From an optimization exercise on the open Yosys and OpenROAD flow, aimed at small area; shortcuts taken in it are not production practice. Function was checked by simulation only, so behaviour that the tests miss may differ from the original. Power and IR drop assume default switching activity.

==> 06-06 <==
## axi_lite_template
module axi_lite_template #(
  parameter int C_DATA_WIDTH = 32,
  parameter int C_ADDR_WIDTH = 32
) (
  input  logic                      clk,
  input  logic                      rst,
  input  logic [C_ADDR_WIDTH-1:0]   awaddr,
  input  logic [2:0]                awprot,
  input  logic                      awvalid,
  output logic                      awready,
  input  logic [C_DATA_WIDTH-1:0]   wdata,
  input  logic [C_DATA_WIDTH/8-1:0] wstrb,
  input  logic                      wvalid,
  output logic                      wready,
  output logic [1:0]                bresp,
  output logic                      bvalid,
  input  logic                      bready,
  input  logic [C_ADDR_WIDTH-1:0]   araddr,
  input  logic [2:0]                arprot,
  input  logic                      arvalid,
  output logic                      arready,
  output logic [C_DATA_WIDTH-1:0]   rdata,
  output logic [1:0]                rresp,
  output logic                      rvalid,
  input  logic                      rready
);
Settings: LEC_CHECK=0, CAP_MARGIN=20, CORE_MARGIN=2, CORE_UTILIZATION=75, CTS_CLUSTER_DIAMETER=80, CTS_CLUSTER_SIZE=25, SLEW_MARGIN=20, SYNTH_HIERARCHICAL=1; clock period 5.0 ns.
run.sh (not shown) runs the stock make flow with config.mk's settings and CLKGATE_MAP_FILE= SYNTH_SCRIPT=/design/flow/synth_recipe.tcl, a recipe that flattens the netlist after the stock synthesis.
==> 08-05 (differences from 06-06) <==
--- a/flow/design.v
+++ b/flow/design.v
@@ -51,92 +51,81 @@
       awready <= b_done | ~(aw_held | aw_hs);
       wready  <= b_done | ~(w_held | w_hs);
       bvalid  <= commit | (bvalid & ~bready);
       rvalid  <= ar_hs | (rvalid & ~rready);
       arready <= ~ar_hs & (~rvalid | rready);
     end
   end
   logic [4:0]              aw_idx;
-  logic [C_DATA_WIDTH-1:0] w_data, w_data_n;
+  logic [C_DATA_WIDTH-1:0] w_data;
   logic [STRB_W-1:0]       w_strb;
-  for (genvar i = 0; i < C_DATA_WIDTH; i++) begin : g_wdn
-    axi_lite_inv u_inv (.a(w_data[i]), .y(w_data_n[i]));
-  end
   always_ff @(posedge clk) begin
     if (aw_hs) aw_idx <= awaddr[6:2];
     if (w_hs) begin
       w_data <= wdata;
       w_strb <= wstrb;
     end
   end
   function automatic logic is_port(input int k);
     is_port = (k % 3 == 0);
   endfunction
   function automatic logic inv_slot(input int k);
     inv_slot = ((k / 3) % 2 == 1);
   endfunction
   logic [4:0]                          t;
   logic [N_REGS-1:0][C_DATA_WIDTH-1:0] slot_q;
+  logic [N_REGS-1:0]                   slot_v;
   logic                                pending;
-  logic                                rst_q2, clear;
   logic [4:0]        wpos;
   logic              wr_go, wr_now;
   logic [N_REGS-1:0] wr_here;
   always_comb begin
     wpos  = aw_idx + t;
-    wr_go = (commit | pending) & ~rst;
+    wr_go = commit | pending;
     for (int k = 0; k < N_REGS; k++)
       wr_here[k] = is_port(k) && wr_go && (wpos == 5'(k - 1));
     wr_now = |wr_here;
   end
-  always_ff @(posedge clk) rst_q2 <= post_rst;
-  assign clear = rst | post_rst | rst_q2;
   always_ff @(posedge clk) begin
     if (rst) begin
       t       <= '0;
       pending <= 1'b0;
+      slot_v  <= '0;
     end else begin
       t       <= t + 5'd1;
       pending <= wr_go & ~wr_now;
+      for (int k = 0; k < N_REGS; k++)
+        slot_v[k] <= slot_v[(k + N_REGS - 1) % N_REGS] | wr_here[k];
     end
   end
   for (genvar k = 0; k < N_REGS; k++) begin : g_slot
     localparam int PREV = (k + N_REGS - 1) % N_REGS;
     if (is_port(k)) begin : g_port
       for (genvar b = 0; b < STRB_W; b++) begin : g_byte
         logic       sel, keep;
-        axi_lite_port_ctl u_ctl (
-          .wr(wr_here[k]), .strb(w_strb[b]), .clear(clear), .sel(sel), .keep(keep)
-        );
-        if (inv_slot(PREV)) begin : g_restore
-          logic nsel, nkeep;
-          axi_lite_inv u_ns (.a(sel),  .y(nsel));
-          axi_lite_inv u_nk (.a(keep), .y(nkeep));
-          always_ff @(posedge clk)
-            slot_q[k][8*b +: 8] <= ~(({8{nsel}} | w_data_n[8*b +: 8]) &
-                                     ({8{nkeep}} | slot_q[PREV][8*b +: 8]));
-        end else begin : g_fwd
-          logic [7:0] new_val;
-          assign new_val = ({8{sel}} & w_data[8*b +: 8]) | ({8{keep}} & slot_q[PREV][8*b +: 8]);
-          always_ff @(posedge clk) slot_q[k][8*b +: 8] <= inv_slot(k) ? ~new_val : new_val;
-        end
+        logic [7:0] prev_val, new_val;
+        assign sel      = wr_here[k] & w_strb[b];
+        assign keep     = ~(wr_here[k] & (w_strb[b] | ~slot_v[PREV]));
+        assign prev_val = inv_slot(PREV) ? ~slot_q[PREV][8*b +: 8] : slot_q[PREV][8*b +: 8];
+        assign new_val  = ({8{sel}} & w_data[8*b +: 8]) | ({8{keep}} & prev_val);
+        always_ff @(posedge clk) slot_q[k][8*b +: 8] <= inv_slot(k) ? ~new_val : new_val;
       end
     end else begin : g_shift
       always_ff @(posedge clk) slot_q[k] <= slot_q[PREV];
     end
   end
   logic [4:0]        rpos;
   logic [N_REGS-1:0] rd_sel;
   logic              byp;
   logic [STRB_W-1:0] byp_b;
   always_comb begin
     rpos = araddr[6:2] + t;
     for (int k = 0; k < N_REGS; k++)
-      rd_sel[k] = ar_hs & (rpos == k[4:0]) & ~(rst_q2 & is_port((k + 1) % N_REGS));
+      rd_sel[k] = ar_hs & slot_v[k] & (rpos == k[4:0]);
     byp = ar_hs & pending & (araddr[6:2] == aw_idx);
     for (int b = 0; b < STRB_W; b++) byp_b[b] = byp & w_strb[b];
   end
   localparam int N_TRUE = 17;
   localparam int N_INV  = 15;
   logic [N_TRUE:0]         ps;
   logic [N_INV-1:0]        ns;
   logic [C_DATA_WIDTH-1:0] pd [N_TRUE+1];
@@ -164,29 +153,16 @@
     end
     axi_lite_rd_bit u_bit (
       .pd(pd_i), .ps(ps), .nd(nd_i), .ns(ns),
       .byp(byp_b[i / 8]), .wd(w_data[i]), .y(rd_val[i])
     );
   end
   always_ff @(posedge clk) rdata <= rd_val;
 endmodule
-module axi_lite_port_ctl (
-  input  logic wr, strb, clear,
-  output logic sel, keep
-);
-  assign sel  = wr & strb;
-  assign keep = ~(sel | clear);
-endmodule
-module axi_lite_inv (
-  input  logic a,
-  output logic y
-);
-  assign y = ~a;
-endmodule
 module axi_lite_aoi222 (
   input  logic a0, b0, a1, b1, a2, b2,
   output logic y
 );
   assign y = ~((a0 & b0) | (a1 & b1) | (a2 & b2));
 endmodule
 module axi_lite_oai22 (
   input  logic a0, b0, a1, b1,
Settings changed: CORE_UTILIZATION 75 to 65.
==> 11-01 (differences from 06-06) <==
--- a/flow/design.v
+++ b/flow/design.v
@@ -98,29 +98,30 @@
       t       <= t + 5'd1;
       pending <= wr_go & ~wr_now;
     end
   end
   for (genvar k = 0; k < N_REGS; k++) begin : g_slot
     localparam int PREV = (k + N_REGS - 1) % N_REGS;
     if (is_port(k)) begin : g_port
       for (genvar b = 0; b < STRB_W; b++) begin : g_byte
-        logic       sel, keep;
-        axi_lite_port_ctl u_ctl (
-          .wr(wr_here[k]), .strb(w_strb[b]), .clear(clear), .sel(sel), .keep(keep)
-        );
         if (inv_slot(PREV)) begin : g_restore
           logic nsel, nkeep;
-          axi_lite_inv u_ns (.a(sel),  .y(nsel));
-          axi_lite_inv u_nk (.a(keep), .y(nkeep));
+          axi_lite_port_ctl_n u_ctl (
+            .wr(wr_here[k]), .strb(w_strb[b]), .clear(clear), .nsel(nsel), .nkeep(nkeep)
+          );
           always_ff @(posedge clk)
             slot_q[k][8*b +: 8] <= ~(({8{nsel}} | w_data_n[8*b +: 8]) &
                                      ({8{nkeep}} | slot_q[PREV][8*b +: 8]));
         end else begin : g_fwd
+          logic       sel, keep;
           logic [7:0] new_val;
+          axi_lite_port_ctl u_ctl (
+            .wr(wr_here[k]), .strb(w_strb[b]), .clear(clear), .sel(sel), .keep(keep)
+          );
           assign new_val = ({8{sel}} & w_data[8*b +: 8]) | ({8{keep}} & slot_q[PREV][8*b +: 8]);
           always_ff @(posedge clk) slot_q[k][8*b +: 8] <= inv_slot(k) ? ~new_val : new_val;
         end
       end
     end else begin : g_shift
       always_ff @(posedge clk) slot_q[k] <= slot_q[PREV];
     end
   end
@@ -171,16 +172,23 @@
 endmodule
 module axi_lite_port_ctl (
   input  logic wr, strb, clear,
   output logic sel, keep
 );
   assign sel  = wr & strb;
   assign keep = ~(sel | clear);
 endmodule
+module axi_lite_port_ctl_n (
+  input  logic wr, strb, clear,
+  output logic nsel, nkeep
+);
+  assign nsel  = ~(wr & strb);
+  assign nkeep = (wr & strb) | clear;
+endmodule
 module axi_lite_inv (
   input  logic a,
   output logic y
 );
   assign y = ~a;
 endmodule
 module axi_lite_aoi222 (
   input  logic a0, b0, a1, b1, a2, b2,
Settings changed: CTS_CLUSTER_SIZE 25 to 30.
==> run summary <==
metric                                                               11-01         06-06         08-05
Layout Cells excl Fill                                               3,218         3,281         3,431
Instance area after placement                                 34,200 sq um  34,300 sq um  35,600 sq um
Finished Cell Area                                            35,500 sq um  35,800 sq um  37,000 sq um
FFs & Latches                                                        1,109         1,109         1,140
Number of DRC violations after detailed-routing iteration 0          4,483         5,556         4,417
Area of the core region                                       42,100 sq um  42,800 sq um  50,200 sq um
Share of cell area taken by multi-input logic gates                  25.1%         24.9%         25.2%
Worst skew pair latency                                            0.64 ns       0.64 ns       0.65 ns
Final worst-path cycle share                                         86.0%         90.0%         84.8%
Total of clock buffers placed in the layout                             64            74            72
Maximum number of pins on one net before global-route repair            45            33            44
Number of filler cells placed in the layout                          2,243         2,378         3,387
FF/Latch Area                                                 22,600 sq um  22,600 sq um  23,200 sq um
Area overhead of the layout relative to synthesis                    10.5%         10.9%         11.9%
Post-route met1 wirelength                                         35.6 mm       38.5 mm       41.6 mm
Total routed wirelength                                             107 mm        110 mm        113 mm
Number of unique standard cell types used by synthesis                  47            47            48
WL met3                                                            15.9 mm       18.8 mm       16.8 mm
Number of sinks handled by clock tree synthesis                      1,109         1,109         1,140
Status                                    no timing/DRC/antenna violations  no timing/DRC/antenna violations  no timing/DRC/antenna violations
Share of synthesized area occupied by flip-flops and latches         70.4%         70.0%         70.2%
Worst reg2reg startpoint                                           arready          t[0]     aw_idx[0]
Power consumed by combinational cells                               497 uW        501 uW        793 uW
Number of storage elements in the synthesis netlist                  1,109         1,109         1,140
Share of the final layout cell area in sequential cells              63.7%         63.1%         62.8%
Compound-gate portion of the synthesized area                        19.9%         19.7%         19.5%
GR Util met3                                                         13.6%         18.2%         13.2%

[port drivers added, routing unchanged]
Ports are ideal in the flow. The routed layouts listed here were re-timed in OpenROAD. Step 1 sets driving cells, clkbuf_16 on the clock port and buf_2 on the other inputs (assumed; they add their load-dependent delay and slew). Step 2 adds t to the input delays and takes it off the output delays; t is the mean of the earliest and latest rising clock arrival at the registers after step 1. Input paths then give back, and output paths get back, about the clock's delay inside the block. Slacks: no drivers / after step 1 / after step 2; pairs: no drivers / after step 1.
| run | t (ns) | setup slack, ns | slew at the worst register clock pin (ns) | pins driven straight from the clock port |
|---|---|---|---|---|
| 06-06 | 0.692 | 0.502 / 0.541 / -0.150 | 0.10 / 0.10 | 1 |
| 08-05 | 0.704 | 0.762 / 0.806 / 0.102 | 0.10 / 0.10 | 1 |
| 11-01 | 0.682 | 0.700 / 0.740 / 0.058 | 0.12 / 0.12 | 1 |
Met with ideal ports but missed after step 2: setup timing in 06-06. The setup slack of 08-05, which loses most, moves by +0.044 ns with the drivers and by -0.660 ns with both steps.
